This is an optimization exercise on Yosys and OpenROAD, whose aim is small area and a short achievable clock period, not a production implementation.
No activity file was given, so power comes from the tool's default toggle rates.

## cedar
Design gfx_wbs_top, start of the top module:
module gfx_wbs_top
(
  input  logic                                  wbs_clk_i,
  input  logic                                  rst_i,
  input  logic                                  cs_i,
  input  logic                                  cyc_i,
  input  logic                                  stb_i,
  input  logic                                  we_i,
  input  logic [3:0]                            sel_i,
  input  logic [8-1:0]                 adr_i,
  input  logic [32-1:0]                dat_i,
  output logic                                  ack_o,
  output logic                                  err_o,
  output logic [32-1:0]                dat_o,
  input  logic                                  pipeline_ack_i,
  input  logic                                  writer_sint_i,
  input  logic                                  reader_sint_i,
  output logic                                  inta_o,
  output logic [32-1:0]                target_base_o,
  output logic [gfx_reg_pkg::POINT_W-1:0]       target_size_x_o,
  output logic [gfx_reg_pkg::POINT_W-1:0]       target_size_y_o,
  output logic [32-1:0]                dest_x_o,
  output logic [32-1:0]                dest_y_o,
  output logic [32-1:0]                color0_o,
  output logic [7:0]                            global_alpha_o,
  output logic [gfx_reg_pkg::CTRL_DEPTH_W-1:0]  color_depth_o,
  output logic                                  blending_enable_o,
  output logic                                  rect_write_o,
  output logic                                  line_write_o,
  output logic                                  point_write_o
);
Settings: LEC_CHECK=0, CAP_MARGIN=20, CORE_MARGIN=2, CORE_UTILIZATION=72, SLEW_MARGIN=20, SYNTH_HIERARCHICAL=1, SYNTH_MINIMUM_KEEP_SIZE=0; clock period 6.0 ns.
standard.sh (not shown) runs the stock make flow with config.mk's settings and CLKGATE_MAP_FILE= SYNTH_SCRIPT=/design/flow/synth_recipe.tcl, a recipe that flattens the netlist after the stock synthesis.
==> flow/flow/run.sh <==
#!/bin/bash
# Standard ORFS layout with these changes:
# - synthesis maps logic with ABC's default script instead of ORFS's speed
#   script (registers are mapped before ABC runs, so they are unchanged),
#   and takes the small gfx_wb_ack module (bus ack/err, the only paths from
#   inputs to outputs) from a hand-mapped netlist, flow/ack_cells.v;
# - smaller port buffers;
# - a clock tree from clock buffers in larger clusters, without dummy loads;
# - timing repair aimed at a shorter period than the clock's.
# Each tool's output is in standard.log and orfs/logs/.
set -uo pipefail
MARGIN=$(cat flow/margin.txt 2>/dev/null || echo 3)
sed 's|log_cmd abc {\*}\$abc_args|log_cmd abc {*}[lrange $abc_args 2 end]|' \
  "$FLOW_HOME/scripts/synth.tcl" > synth_core.tcl
grep -q 'lrange $abc_args 2 end' synth_core.tcl || { echo "synth.tcl patch failed"; exit 1; }
awk -v core="$PWD/synth_core.tcl" -v ack="$PWD/flow/ack_cells.v" '
  /SCRIPTS_DIR\)\/synth.tcl/ { print "source " core; print "delete gfx_wb_ack"; print "read_verilog " ack; print "hierarchy -top $::env(DESIGN_NAME)"; next }
  { print }' synth_recipe.tcl > synth_own.tcl
bash standard.sh SYNTH_SCRIPT=$PWD/synth_own.tcl \
  BUFFER_PORTS_ARGS="-buffer_cell sky130_fd_sc_hd__buf_1" \
  CTS_ARGS="-sink_clustering_enable -repair_clock_nets -dont_use_dummy_load -sink_clustering_size 18 -sink_clustering_max_diameter 50 -buf_list {sky130_fd_sc_hd__clkbuf_8}" \
  SETUP_SLACK_MARGIN=$MARGIN \
  finish > standard.log 2>&1
==> flow/flow/margin.txt <==
3.15
Other scripts of this flow, unchanged in this note and not shown: flow/flow/ack_cells.v
cedar did not stop at any stage, and its layout met the timing, design-rule and antenna checks.
Edits applied to the flow inputs when going from cedar to onyx:
# cedar
export LEC_CHECK = 0
export CAP_MARGIN = 20
export CORE_MARGIN = 2
export CORE_UTILIZATION = 72
export SLEW_MARGIN = 20
export SYNTH_HIERARCHICAL = 1
export SYNTH_MINIMUM_KEEP_SIZE = 0
create_clock -name core_clock -period 6.0 [get_ports {wbs_clk_i}]
# onyx
export LEC_CHECK = 0
export CAP_MARGIN = 20
export CORE_MARGIN = 2
export CORE_UTILIZATION = 80
export SLEW_MARGIN = 20
export SYNTH_HIERARCHICAL = 1
export SYNTH_MINIMUM_KEEP_SIZE = 0
create_clock -name core_clock -period 6.0 [get_ports {wbs_clk_i}]
==> comparison <==
- onyx did not stop at any stage, and its layout met the timing, design-rule and antenna checks.
- Per the comparison of onyx with cedar, clock-buffer cell count moved down; data arrival at the endpoint of the critical path moved down.
- Clock slew at the register clock pins of the worst setup and hold paths of onyx is on par with cedar.
- Re H-tree level count: no difference whatsoever between onyx and cedar.
- Count of plain and timing-repair buffers grows slightly when moving from cedar to onyx.
- On number of gates given a new drive strength after cts: between cedar and onyx, it ends up higher for onyx.
- Placeable core region (onyx vs. cedar) decreases by more than 10%
- Clock power of cedar is on par with onyx.
diff inputs: onyx => juniper
# onyx
export LEC_CHECK = 0
export CAP_MARGIN = 20
export CORE_MARGIN = 2
export CORE_UTILIZATION = 80
export SLEW_MARGIN = 20
export SYNTH_HIERARCHICAL = 1
export SYNTH_MINIMUM_KEEP_SIZE = 0
create_clock -name core_clock -period 6.0 [get_ports {wbs_clk_i}]
# juniper
export LEC_CHECK = 0
export CAP_MARGIN = 20
export CORE_MARGIN = 2
export CORE_UTILIZATION = 72
export SLEW_MARGIN = 20
export SYNTH_HIERARCHICAL = 1
export SYNTH_MINIMUM_KEEP_SIZE = 0
export TNS_END_PERCENT = 5
create_clock -name core_clock -period 6.0 [get_ports {wbs_clk_i}]
==> flow/flow/margin.txt <==
3.3
### Flow results
- Looking only at area share of buffers outside the clock network, and setting everything else aside, the higher value of juniper and onyx goes to onyx.
- Relative to onyx, core utilization has gone down in juniper.
- juniper ends up with a clock period minus worst slack that is 0.021 ns higher than in onyx.
- For sequential share of layout area, onyx and juniper come out practically identical.
- Looking at number of setup buffers added after CTS across juniper and onyx, the one that comes out lower is juniper.
- onyx → juniper: die boundary width picked up an extra about 5%, amount of wire on met3 after detailed routing lost 14%, final total power lost 76 µW.
- The highest attainable clock frequency number comes out higher for onyx vs juniper.
The following lists how amber was set up differently from juniper:
# juniper
export LEC_CHECK = 0
export CAP_MARGIN = 20
export CORE_MARGIN = 2
export CORE_UTILIZATION = 72
export SLEW_MARGIN = 20
export SYNTH_HIERARCHICAL = 1
export SYNTH_MINIMUM_KEEP_SIZE = 0
export TNS_END_PERCENT = 5
create_clock -name core_clock -period 6.0 [get_ports {wbs_clk_i}]
# amber
export LEC_CHECK = 0
export CAP_MARGIN = 20
export CORE_MARGIN = 2
export CORE_UTILIZATION = 65
export SLEW_MARGIN = 20
export SYNTH_HIERARCHICAL = 1
export SYNTH_MINIMUM_KEEP_SIZE = 0
create_clock -name core_clock -period 6.0 [get_ports {wbs_clk_i}]
==> flow/flow/margin.txt <==
3.15
[summary]
- The setup slack of amber falls short of that of juniper by 0.022 ns.
- Result for juniper and amber: all clean
- sel_i[3] as the start point of the critical path was reported by juniper, and stb_i by amber.
- Placeable core area of amber exceeds that of juniper by more than 10%.
- Changes observed in amber relative to juniper: non-filler instance count after layout +0.90%, combinational cell fraction of total power saw a decrease, reported combinational group power lower, power density of the placed cells shows an increase of about 0.4%, die area increased 11%.
- Vias: amber fewer than juniper
- amber vs juniper, placer congestion estimate went down by 3.9%.
Function was not checked in any run of this note: the RTL went through the layout flow alone.

[static timing again, ports no longer ideal]
In the flow no input, the clock included, has a driving cell. The finished layouts below were timed again as built, in two steps.
Step 1 assumes that a clkbuf_16 drives the clock port and a buf_2 every other input.
Step 2, shift: input delay + t, output delay - t, t = (earliest + latest rising clock arrival at the registers) / 2. This alone moves slack from input paths to output paths.
Three values: ideal ports, drivers, drivers and shift; two values: the first two.
| run | t, ns | setup slack, ns | hold WS [ns] | worst data-port slew with drivers (ns) | cell pins on the clock port's net |
|---|---|---|---|---|---|
| cedar | 0.754 | 3.090 / 3.045 / 2.474 | 0.412 / 0.412 / 0.412 | 0.06 | 1 |
| onyx | 0.734 | 3.110 / 3.057 / 2.414 | 0.425 / 0.425 / 0.425 | 0.06 | 1 |
| juniper | 0.758 | 3.089 / 3.051 / 2.619 | 0.424 / 0.424 / 0.424 | 0.06 | 1 |
| amber | 0.741 | 3.067 / 3.013 / 2.450 | 0.440 / 0.440 / 0.440 | 0.07 | 1 |
After both steps every run listed still meets setup and hold. The setup slack of onyx, which loses most, moves by -0.053 ns with the drivers and by -0.696 ns with both steps.
